Background: an optimization exercise with open tools, aiming at small area, a short achievable clock period and few clock cycles. Do not read the settings as production practice. In this exercise RTL edits were held to simulation tests only and were not proved equivalent to the original.

==> flow/design.v <==
`default_nettype none
package pb_mcast_pkg;
  localparam int unsigned ADDR_W  = 48;
  localparam int unsigned USER_W  = 8;
  localparam int unsigned SEL_W   = 6;
  localparam int unsigned COORD_W = 6;
endpackage
`default_nettype wire
`default_nettype none
module pb_mcast_subset_iter #(
  parameter int unsigned Width = 48
) (
  input  logic [Width-1:0] val_i,
  input  logic [Width-1:0] mask_i,
  input  logic             cin_i,
  output logic [Width-1:0] val_o,
  output logic             all_o
);
  localparam int unsigned G  = 8;
  localparam int unsigned NG = (Width + G - 1) / G;
  logic [NG*G-1:0] p;
  logic [NG*G-1:0] r;         
  logic [NG-1:0]   g;         
  logic [NG:0]     gc;        
  assign p = {{(NG*G-Width){1'b1}}, val_i | ~mask_i};
  for (genvar k = 0; k < NG; k++) begin : g_grp
    assign r[k*G] = 1'b1;
    for (genvar j = 1; j < G; j++) begin : g_r
      assign r[k*G+j] = r[k*G+j-1] & p[k*G+j-1];
    end
    assign g[k] = &p[k*G +: G];
  end
  assign gc[0] = cin_i;
  for (genvar k = 0; k < NG; k++) begin : g_gc
    assign gc[k+1] = &{cin_i, g[k:0]};
  end
  for (genvar i = 0; i < Width; i++) begin : g_bit
    assign val_o[i] = val_i[i] ^ (mask_i[i] & gc[i/G] & r[i]);
  end
  assign all_o = &p;
endmodule
`default_nettype wire
`default_nettype none
module pb_mcast_unroller #(
  parameter int unsigned AddrWidth  = pb_mcast_pkg::ADDR_W,
  parameter int unsigned UserWidth  = pb_mcast_pkg::USER_W,
  parameter int unsigned SelWidth   = pb_mcast_pkg::SEL_W,
  parameter int unsigned MeshDimX   = 4,
  parameter int unsigned MeshDimY   = 4,
  parameter int unsigned CoordWidth = pb_mcast_pkg::COORD_W
) (
  input  logic                  clk_i,
  input  logic                  rst_i,
  input  logic                  in_valid_i,
  output logic                  in_ready_o,
  input  logic [AddrWidth-1:0]  in_addr_i,
  input  logic [AddrWidth-1:0]  in_mask_i,
  input  logic [2*SelWidth-1:0] in_sel_x_i,
  input  logic [2*SelWidth-1:0] in_sel_y_i,
  input  logic [UserWidth-1:0]  in_user_i,
  output logic                  out_valid_o,
  input  logic                  out_ready_i,
  output logic [AddrWidth-1:0]  out_addr_o,
  output logic [CoordWidth-1:0] out_x_o,
  output logic [CoordWidth-1:0] out_y_o,
  output logic [UserWidth-1:0]  out_user_o,
  output logic                  out_last_o,
  output logic                  busy_o,
  output logic                  err_o
);
  localparam int unsigned AW = 48;    
  localparam int unsigned SW = 6;
  localparam int unsigned NE = 6;     
  function automatic logic [AW-1:0] thermo(input logic [5:0] hgt, input logic [5:0] heq,
                                           input logic [7:0] lgt);
    logic [AW-1:0] t;
    for (int i = 0; i < AW; i++) t[i] = hgt[i/8] | (heq[i/8] & lgt[i%8]);
    thermo = t;
  endfunction
  function automatic logic [2*AW-1:0] field_dec(input logic [2*SW-1:0] sel);
    logic [2:0] oh, ol, lh, ll;
    logic [3:0] slo, shi;
    logic [5:0] hgt, heq, hgt0, heq0, ogt, oeq;
    logic [7:0] lgt, olgt;
    logic       c8;
    {oh, ol} = sel[2*SW-1:SW];
    {lh, ll} = sel[SW-1:0];
    slo = {1'b0, ol} + {1'b0, ll};
    shi = {1'b0, oh} + {1'b0, lh};
    c8  = slo[3];
    for (int a = 0; a < 6; a++) begin
      hgt0[a] = (shi > a);
      heq0[a] = (shi == a);
      ogt[a]  = (oh > a);
      oeq[a]  = (oh == a);
    end
    for (int a = 0; a < 6; a++) begin
      hgt[a] = hgt0[a] | (c8 & heq0[a]);
      heq[a] = c8 ? ((a == 0) ? 1'b0 : heq0[(a == 0) ? 0 : a-1]) : heq0[a];
    end
    for (int b = 0; b < 8; b++) begin
      lgt[b]  = (slo[2:0] > b);
      olgt[b] = (ol > b);
    end
    field_dec = {~thermo(ogt, oeq, olgt), thermo(hgt, heq, lgt)};
  endfunction
  logic [AW-1:0] gex, gey, ltx, lty;
  assign {gex, ltx} = field_dec(in_sel_x_i);
  assign {gey, lty} = field_dec(in_sel_y_i);
  logic [AW-1:0] fb, hb;                
  for (genvar i = 0; i < AW; i++) begin : g_dec
    assign fb[i] = (gex[i] & ltx[i]) | (gey[i] & lty[i]);
    if (i >= 2) begin : g_h
      assign hb[i] = (gex[i-2] & ltx[i]) | (gey[i-2] & lty[i]);
    end else begin : g_nh
      assign hb[i] = 1'b0;
    end
  end
  logic [AW-1:0] m_in, mp_in, base_in, eb;
  logic [NE-1:0] ep_in;
  assign m_in    = in_mask_i & fb;
  assign mp_in   = m_in & ~hb;
  assign base_in = in_addr_i & ~m_in;
  assign eb      = in_addr_i & ~in_mask_i & hb;
  for (genvar k = 0; k < NE; k++) begin : g_ep
    assign ep_in[k] = |eb[k*8 +: 8];
  end
  logic                  pend_q;
  logic [NE-1:0]         ep_q;
  logic [AW-1:0]         a_q, mp_q;
  logic [SW-1:0]         offx_q, offy_q;
  logic                  x0_q, x1_q, y0_q, y1_q;
  logic [UserWidth-1:0]  user_q;
  logic                  err_now, busy, accept;
  logic [AW-1:0]         a_inc;
  logic                  last;
  assign err_now = |ep_q;
  assign busy    = pend_q & ~err_now;
  assign accept  = in_valid_i & ~busy;
  pb_mcast_subset_iter #(
    .Width (AW)
  ) u_iter (
    .val_i  (a_q),
    .mask_i (mp_q),
    .cin_i  (out_ready_i),
    .val_o  (a_inc),
    .all_o  (last)
  );
  always_ff @(posedge clk_i) begin
    if (rst_i) begin
      pend_q <= 1'b0;
    end else if (busy) begin
      pend_q <= ~(out_ready_i & last);
    end else begin
      pend_q <= in_valid_i;
    end
  end
  always_ff @(posedge clk_i) begin
    if (busy) begin
      a_q <= a_inc;
    end else begin
      a_q    <= base_in;
      mp_q   <= mp_in;
      ep_q   <= ep_in;
      offx_q <= in_sel_x_i[2*SW-1:SW];
      offy_q <= in_sel_y_i[2*SW-1:SW];
      x0_q   <= |in_sel_x_i[SW-1:0];
      x1_q   <= |in_sel_x_i[SW-1:1];
      y0_q   <= |in_sel_y_i[SW-1:0];
      y1_q   <= |in_sel_y_i[SW-1:1];
      user_q <= in_user_i;
    end
  end
  function automatic logic [AW-1:0] onehot(input logic [SW-1:0] off);
    logic [7:0] h, l;
    logic [AW-1:0] d;
    for (int b = 0; b < 8; b++) begin
      h[b] = (off[5:3] == b);
      l[b] = (off[2:0] == b);
    end
    for (int i = 0; i < AW; i++) d[i] = h[i/8] & l[i%8];
    onehot = d;
  endfunction
  logic [AW-1:0] dx, dy;
  assign dx = onehot(offx_q);
  assign dy = onehot(offy_q);
  logic [1:0] cx, cy;
  assign cx[0] = x0_q & |(dx & a_q);
  assign cx[1] = x1_q & |(dx[AW-2:0] & a_q[AW-1:1]);
  assign cy[0] = y0_q & |(dy & a_q);
  assign cy[1] = y1_q & |(dy[AW-2:0] & a_q[AW-1:1]);
  assign in_ready_o  = ~busy;
  assign busy_o      = busy;
  assign out_valid_o = busy;
  assign err_o       = pend_q & err_now;
  assign out_last_o  = last;
  assign out_addr_o  = a_q;
  assign out_x_o     = {{(CoordWidth-2){1'b0}}, cx};
  assign out_y_o     = {{(CoordWidth-2){1'b0}}, cy};
  assign out_user_o  = user_q;
endmodule
`default_nettype wire
clock: 7.0 ns
lec_check: 0
abc_area: 1
cap_margin: 20
core_margin: 2
core_utilization: 40
slew_margin: 20
run.sh (not shown) runs the stock make flow with config.mk's settings and CLKGATE_MAP_FILE= SYNTH_SCRIPT=/design/flow/synth_recipe.tcl, a recipe that flattens the netlist after the stock synthesis.
Testbench counts at the start, summed over its fixed seeds: cycles 13,033.
Edit:
==> flow/flow/run.sh (new file) <==
#!/bin/bash
# Standard layout, with the port buffers made from the smallest buffer cell
# (the default pick is a larger delay buffer). Everything else is the standard flow's
# standard flow.
set -euo pipefail
export BUFFER_PORTS_ARGS="-buffer_cell sky130_fd_sc_hd__buf_1"
bash standard.sh 2>&1 | tee standard_flow.log
==> flow/standard.sh (new file) <==
#!/bin/bash
# synth_recipe.tcl (not shown) runs the flow's synth.tcl, then flattens the netlist and writes it again
# the make line also repeats each setting of config.mk as NAME=value (left out here)
make -C /OpenROAD-flow-scripts/flow DESIGN_CONFIG=/design/flow/config.mk WORK_HOME=/design/flow/orfs CLKGATE_MAP_FILE= SYNTH_SCRIPT=/design/flow/synth_recipe.tcl "${@:-finish}"
Settings changed: CORE_UTILIZATION 40 to 65, SETUP_SLACK_MARGIN from default to 4.0.
removed: flow/run.sh
What happened:
- With this change the flow aborted during global routing on GRT-0116
- synthesized area is unchanged
- synthesized cell count is unchanged
Edit:
Settings changed: CORE_UTILIZATION 65 to 40, SETUP_SLACK_MARGIN 4.0 to default.
=> The changed run completed without violations. Area after synthesis is unchanged. Synthesized cell count does not change.

## static timing again, ports no longer ideal
The flow's constraints put no driver on any port. The routed layouts listed below were extracted and timed again, unchanged, in two steps. Step 1 (the two cells are an assumption about what drives the block):
set clk [get_ports {clk_i}]
set_driving_cell -lib_cell sky130_fd_sc_hd__clkbuf_16 $clk
set_driving_cell -lib_cell sky130_fd_sc_hd__buf_2 [delete_from_list [all_inputs] $clk]
Step 2, shift: input delay + t, output delay - t, t = (earliest + latest rising clock arrival at the registers) / 2. This alone moves slack from input paths to output paths. a / b / c = ideal ports / drivers / drivers and shift; a / b = the first two.
| run | shift t [ns] | setup slack, ns | slew at the worst register clock pin (ns) |
|---|---|---|---|
| the first run | 0.475 | 2.283 / 2.233 / 1.898 | 0.07 / 0.07 |
| the third run | 0.479 | 2.535 / 2.549 / 2.070 | 0.07 / 0.07 |
After both steps setup and hold are still met in every run listed. The setup slack of the third run, which loses most, moves by +0.014 ns with the drivers and by -0.465 ns with both steps.
